Context: an optimization exercise on an open-source flow, tuned for small area, a short achievable clock period and few clock cycles. The choices shown serve that exercise and are no tape-out recipe. In this exercise RTL edits were held to simulation tests only and were not proved equivalent to the original. Power figures rest on the tool's default switching activity, not on a simulated workload.

## oak
Design backend_top, start of the top module:
module backend_top (
	input  logic        clk,
	input  logic        rst_n,
	input  logic        fetch_valid,
	input  logic [31:0] fetch_pc,
	input  logic [3:0]  fetch_opcode,
	input  logic [3:0]  fetch_dest,
	input  logic [3:0]  fetch_src1,
	input  logic [3:0]  fetch_src2,
	input  logic [15:0] fetch_imm,
	output logic        fetch_ready,
	output logic        retire_valid,
	output logic [31:0] retire_pc,
	output logic [3:0]  retire_dest,
	output logic [31:0] retire_result,
	output logic        retire_is_branch,
	output logic        retire_taken,
	output logic        retire_exc_flag,
	output logic        retire_br_misp,
	output logic [31:0] retire_redirect_pc,
	output logic        retire_exception
);
Settings: LEC_CHECK=0, ABC_CLOCK_PERIOD_IN_PS=2500, CAP_MARGIN=20, CORE_MARGIN=2, CORE_UTILIZATION=45, CTS_CLUSTER_DIAMETER=60, CTS_CLUSTER_SIZE=22, PLACE_DENSITY=0.65, SLEW_MARGIN=20; clock period 10.0 ns.
standard.sh (not shown) runs the stock make flow with config.mk's settings and CLKGATE_MAP_FILE= SYNTH_SCRIPT=/design/flow/synth_recipe.tcl, a recipe that flattens the netlist after the stock synthesis.
==> flow/flow/run.sh <==
#!/bin/bash
set -euo pipefail
cd "$(dirname "$0")/.."
MARGIN=$(cat flow/setup_margin)
bash standard.sh SETUP_SLACK_MARGIN="$MARGIN" finish > flow_make.log 2>&1
==> flow/flow/setup_margin <==
7.0
Testbench counts of oak, summed over its fixed seeds: cycles 29,094.
diff inputs: oak => pine
==> flow/flow/setup_margin <==
6.8
==> comparison <==
Sequential cell power of pine is on par with oak. Changes observed in pine relative to oak: multi-input gate share of total cell area fell 0.19 points, via count fell 0.92%, worst hold margin rose 7.6 ps. Worst setup slack delta (pine − oak): unfavourable. pine against oak: ratio of cells with drive above 1 in the final layout fell by 3.9 points; global-route usage fell by 0.21 points; clock share of power rose by 0.6 points; sum of routed wire segments on met1 fell by about 1%; non-clock buffer count fell by 40.

The RTL this note starts from:
==> flow/design.v <==
`timescale 1ns/1ps
`default_nettype none
module backend_top (
	input  logic        clk,
	input  logic        rst_n,
	input  logic        fetch_valid,
	input  logic [31:0] fetch_pc,
	input  logic [3:0]  fetch_opcode,
	input  logic [3:0]  fetch_dest,
	input  logic [3:0]  fetch_src1,
	input  logic [3:0]  fetch_src2,
	input  logic [15:0] fetch_imm,
	output logic        fetch_ready,
	output logic        retire_valid,
	output logic [31:0] retire_pc,
	output logic [3:0]  retire_dest,
	output logic [31:0] retire_result,
	output logic        retire_is_branch,
	output logic        retire_taken,
	output logic        retire_exc_flag,
	output logic        retire_br_misp,
	output logic [31:0] retire_redirect_pc,
	output logic        retire_exception
);
	logic d_valid;
	logic ex_valid;
	logic rt_valid;
	logic rt_misp;      
	logic rt_exc;       
	logic rt_kill;      
	logic kill;         
	logic halted;       
	assign fetch_ready = !halted;
	assign kill        = rt_kill;
	logic [31:0] d_pc;
	logic [3:0]  d_rd;       
	logic        d_we;       
	logic [15:1] d_sel1;
	logic [15:1] d_sel2;
	logic        d_fex1;     
	logic        d_fex2;
	logic        d_frt1;     
	logic        d_frt2;
	logic [15:0] d_imm;
	logic        d_imm_b;    
	logic        d_sub;
	logic        d_arith;    
	logic        d_and;
	logic        d_or;
	logic        d_br;
	logic        d_bne;
	logic        d_ill;
	logic [3:0]  ex_rd;
	logic        ex_we;
	logic [15:1] rf_ok;
	logic [15:1] ok_nxt;     
	logic [3:0]  rt_rd;
	logic        rt_wr;      
	logic        f_alu;
	logic        f_addi;
	logic        f_ex1;
	logic        f_ex2;
	logic        f_rt1;
	logic        f_rt2;
	assign f_alu  = (fetch_opcode <= 4'd5);
	assign f_addi = (fetch_opcode == 4'd5);
	assign f_ex1  = d_valid && d_we && (d_rd == fetch_src1);
	assign f_ex2  = d_valid && d_we && (d_rd == fetch_src2);
	assign f_rt1  = ex_valid && ex_we && (ex_rd == fetch_src1);
	assign f_rt2  = ex_valid && ex_we && (ex_rd == fetch_src2);
	always_comb
		for (int i = 1; i < 16; i++)
			ok_nxt[i] = rf_ok[i] || (rt_wr && rt_rd == 4'(i));
	always_ff @(posedge clk) begin
		d_pc    <= fetch_pc;
		d_rd    <= f_alu ? fetch_dest : 4'd0;
		d_we    <= f_alu && (fetch_dest != 4'd0);
		for (int i = 1; i < 16; i++) begin
			d_sel1[i] <= (fetch_src1 == 4'(i)) && ok_nxt[i] && !f_ex1 && !f_rt1;
			d_sel2[i] <= (fetch_src2 == 4'(i)) && ok_nxt[i] && !f_ex2 && !f_rt2 && !f_addi;
		end
		d_fex1  <= f_ex1;
		d_fex2  <= f_ex2 && !f_addi;
		d_frt1  <= f_rt1 && !f_ex1;
		d_frt2  <= f_rt2 && !f_ex2 && !f_addi;
		d_imm   <= fetch_imm;
		d_imm_b <= f_addi;
		d_sub   <= (fetch_opcode == 4'd1);
		d_arith <= (fetch_opcode == 4'd0) || (fetch_opcode == 4'd1) || (fetch_opcode == 4'd5);
		d_and   <= (fetch_opcode == 4'd2);
		d_or    <= (fetch_opcode == 4'd3);
		d_br    <= (fetch_opcode == 4'd6) || (fetch_opcode == 4'd7);
		d_bne   <= (fetch_opcode == 4'd7);
		d_ill   <= fetch_opcode[3];
	end
	logic [15:1][31:0] rf;
	logic [31:0] rt_wb;      
	always_ff @(posedge clk) begin
		for (int i = 1; i < 16; i++)
			if (rt_wr && rt_rd == 4'(i))
				rf[i] <= rt_wb;
	end
	always_ff @(posedge clk or negedge rst_n) begin
		if (!rst_n)
			rf_ok <= '0;
		else
			for (int i = 1; i < 16; i++)
				if (rt_wr && rt_rd == 4'(i))
					rf_ok[i] <= 1'b1;
	end
	logic [31:0] rf_a;
	logic [31:0] rf_b;
	always_comb begin
		rf_a = 32'd0;
		rf_b = 32'd0;
		for (int i = 1; i < 16; i++) begin
			rf_a = rf_a | (rf[i] & {32{d_sel1[i]}});
			rf_b = rf_b | (rf[i] & {32{d_sel2[i]}});
		end
	end
	logic [31:0] alu;
	logic [31:0] opnd_a;
	logic [31:0] opnd_b;
	assign opnd_a = rf_a | (alu & {32{d_fex1}}) | (rt_wb & {32{d_frt1}});
	assign opnd_b = rf_b | (alu & {32{d_fex2}}) | (rt_wb & {32{d_frt2}}) |
		({{16{d_imm[15]}}, d_imm} & {32{d_imm_b}});
	logic [31:0] ex_pc;
	logic [15:0] ex_imm;
	logic [31:0] ex_a;
	logic [31:0] ex_b;       
	logic        ex_sub;     
	logic        ex_arith;
	logic        ex_and;
	logic        ex_or;
	logic        ex_br;
	logic        ex_bne;
	logic        ex_ill;
	always_ff @(posedge clk) begin
		ex_pc    <= d_pc;
		ex_imm   <= d_imm;
		ex_a     <= opnd_a;
		ex_b     <= d_sub ? ~opnd_b : opnd_b;
		ex_rd    <= d_rd;
		ex_we    <= d_we;
		ex_sub   <= d_sub;
		ex_arith <= d_arith;
		ex_and   <= d_and;
		ex_or    <= d_or;
		ex_br    <= d_br;
		ex_bne   <= d_bne;
		ex_ill   <= d_ill;
	end
	logic [31:0] sum;
	logic [31:0] logic_res;
	logic        eq;
	logic        taken;
	logic [31:0] target;
	assign sum       = ex_a + ex_b + {31'd0, ex_sub};
	assign logic_res = ex_and ? (ex_a & ex_b) : ex_or ? (ex_a | ex_b) : (ex_a ^ ex_b);
	assign alu       = ex_arith ? sum : logic_res;
	assign eq        = ~|(ex_a ^ ex_b);
	assign taken     = ex_br && (eq ^ ex_bne);
	logic [16:0] tgt_lo;
	logic [15:0] tgt_hi;
	logic        tgt_c;
	logic        tgt_s;
	assign tgt_lo = {1'b0, ex_pc[15:0]} + {1'b0, ex_imm};
	assign tgt_c  = tgt_lo[16];
	assign tgt_s  = ex_imm[15];
	assign tgt_hi = (tgt_c && !tgt_s) ? ex_pc[31:16] + 16'd1 :
		(!tgt_c && tgt_s) ? ex_pc[31:16] - 16'd1 : ex_pc[31:16];
	assign target = {tgt_hi, tgt_lo[15:0]};
	logic [31:0] rt_pc;
	logic [31:0] rt_result;
	logic        rt_br;
	logic        rt_taken;
	logic        rt_ill;     
	always_ff @(posedge clk) begin
		rt_pc     <= ex_pc;
		rt_result <= ex_br ? target : alu;
		rt_wb     <= alu;
		rt_rd     <= ex_rd;
		rt_br     <= ex_br;
		rt_ill    <= ex_ill;
		rt_taken  <= taken;
	end
	always_ff @(posedge clk or negedge rst_n) begin
		if (!rst_n) begin
			halted   <= 1'b0;
			d_valid  <= 1'b0;
			ex_valid <= 1'b0;
			rt_valid <= 1'b0;
			rt_wr    <= 1'b0;
			rt_misp  <= 1'b0;
			rt_exc   <= 1'b0;
			rt_kill  <= 1'b0;
		end else begin
			halted   <= halted || rt_exc;
			d_valid  <= fetch_valid && !halted && !kill;
			ex_valid <= d_valid && !kill;
			rt_valid <= ex_valid && !kill;
			rt_wr    <= ex_valid && !kill && ex_we;
			rt_misp  <= ex_valid && !kill && taken;
			rt_exc   <= ex_valid && !kill && ex_ill;
			rt_kill  <= ex_valid && !kill && (taken || ex_ill);
		end
	end
	assign retire_valid       = rt_valid;
	assign retire_pc          = rt_pc;
	assign retire_dest        = rt_rd;
	assign retire_result      = rt_result;
	assign retire_is_branch   = rt_br;
	assign retire_taken       = rt_taken;
	assign retire_exc_flag    = rt_ill;
	assign retire_br_misp     = rt_misp;
	assign retire_redirect_pc = rt_result;
	assign retire_exception   = rt_exc;
endmodule
`default_nettype wire
Settings: LEC_CHECK=0, ABC_CLOCK_PERIOD_IN_PS=2500, CAP_MARGIN=20, CORE_MARGIN=2, CORE_UTILIZATION=45, CTS_CLUSTER_DIAMETER=60, CTS_CLUSTER_SIZE=26, PLACE_DENSITY=0.65, SLEW_MARGIN=20; clock period 10.0 ns.
==> flow/flow/setup_margin <==
6.8
Scripts as last shown in full above: flow/flow/run.sh
Testbench counts at the start, summed over its fixed seeds: cycles 29,094.
Edit:
--- a/flow/config.mk
+++ b/flow/config.mk
@@ -12,3 +12,3 @@
 export CTS_CLUSTER_DIAMETER = 60
-export CTS_CLUSTER_SIZE = 26
+export CTS_CLUSTER_SIZE = 22
 export PLACE_DENSITY = 0.65
=> Global-route usage is about the same. Wire length hardly moves. Core utilization decreases by 0.14 points. Cell area is about the same.

-- static timing again, ports no longer ideal --
No port has a modelled driver above. Below, the same layouts with a new extraction and two added sets of constraints. Step 1 assumes that a clkbuf_16 drives the clock port and a buf_2 every other input. Step 2, shift: input delay + t, output delay - t, t = (earliest + latest rising clock arrival at the registers) / 2. This alone moves slack from input paths to output paths. Three values: no drivers, after step 1, after step 2; two values: the first two.
| run | shift t [ns] | slack for setup (ns) | worst setup path at the end |
|---|---|---|---|
| oak | 0.707 | 6.782 / 6.708 / 6.726 | input to register |
| pine | 0.710 | 6.772 / 6.698 / 6.719 | input to register |
| the first run of note 2 | 0.708 | 6.812 / 6.748 / 6.236 | input to register |
| the second run of note 2 | 0.706 | 6.810 / 6.742 / 6.230 | input to register |
After both steps setup and hold are still met in every run listed. For the second run of note 2, which loses most, drivers alone change the setup slack by -0.068 ns; drivers and shift together by -0.580 ns.
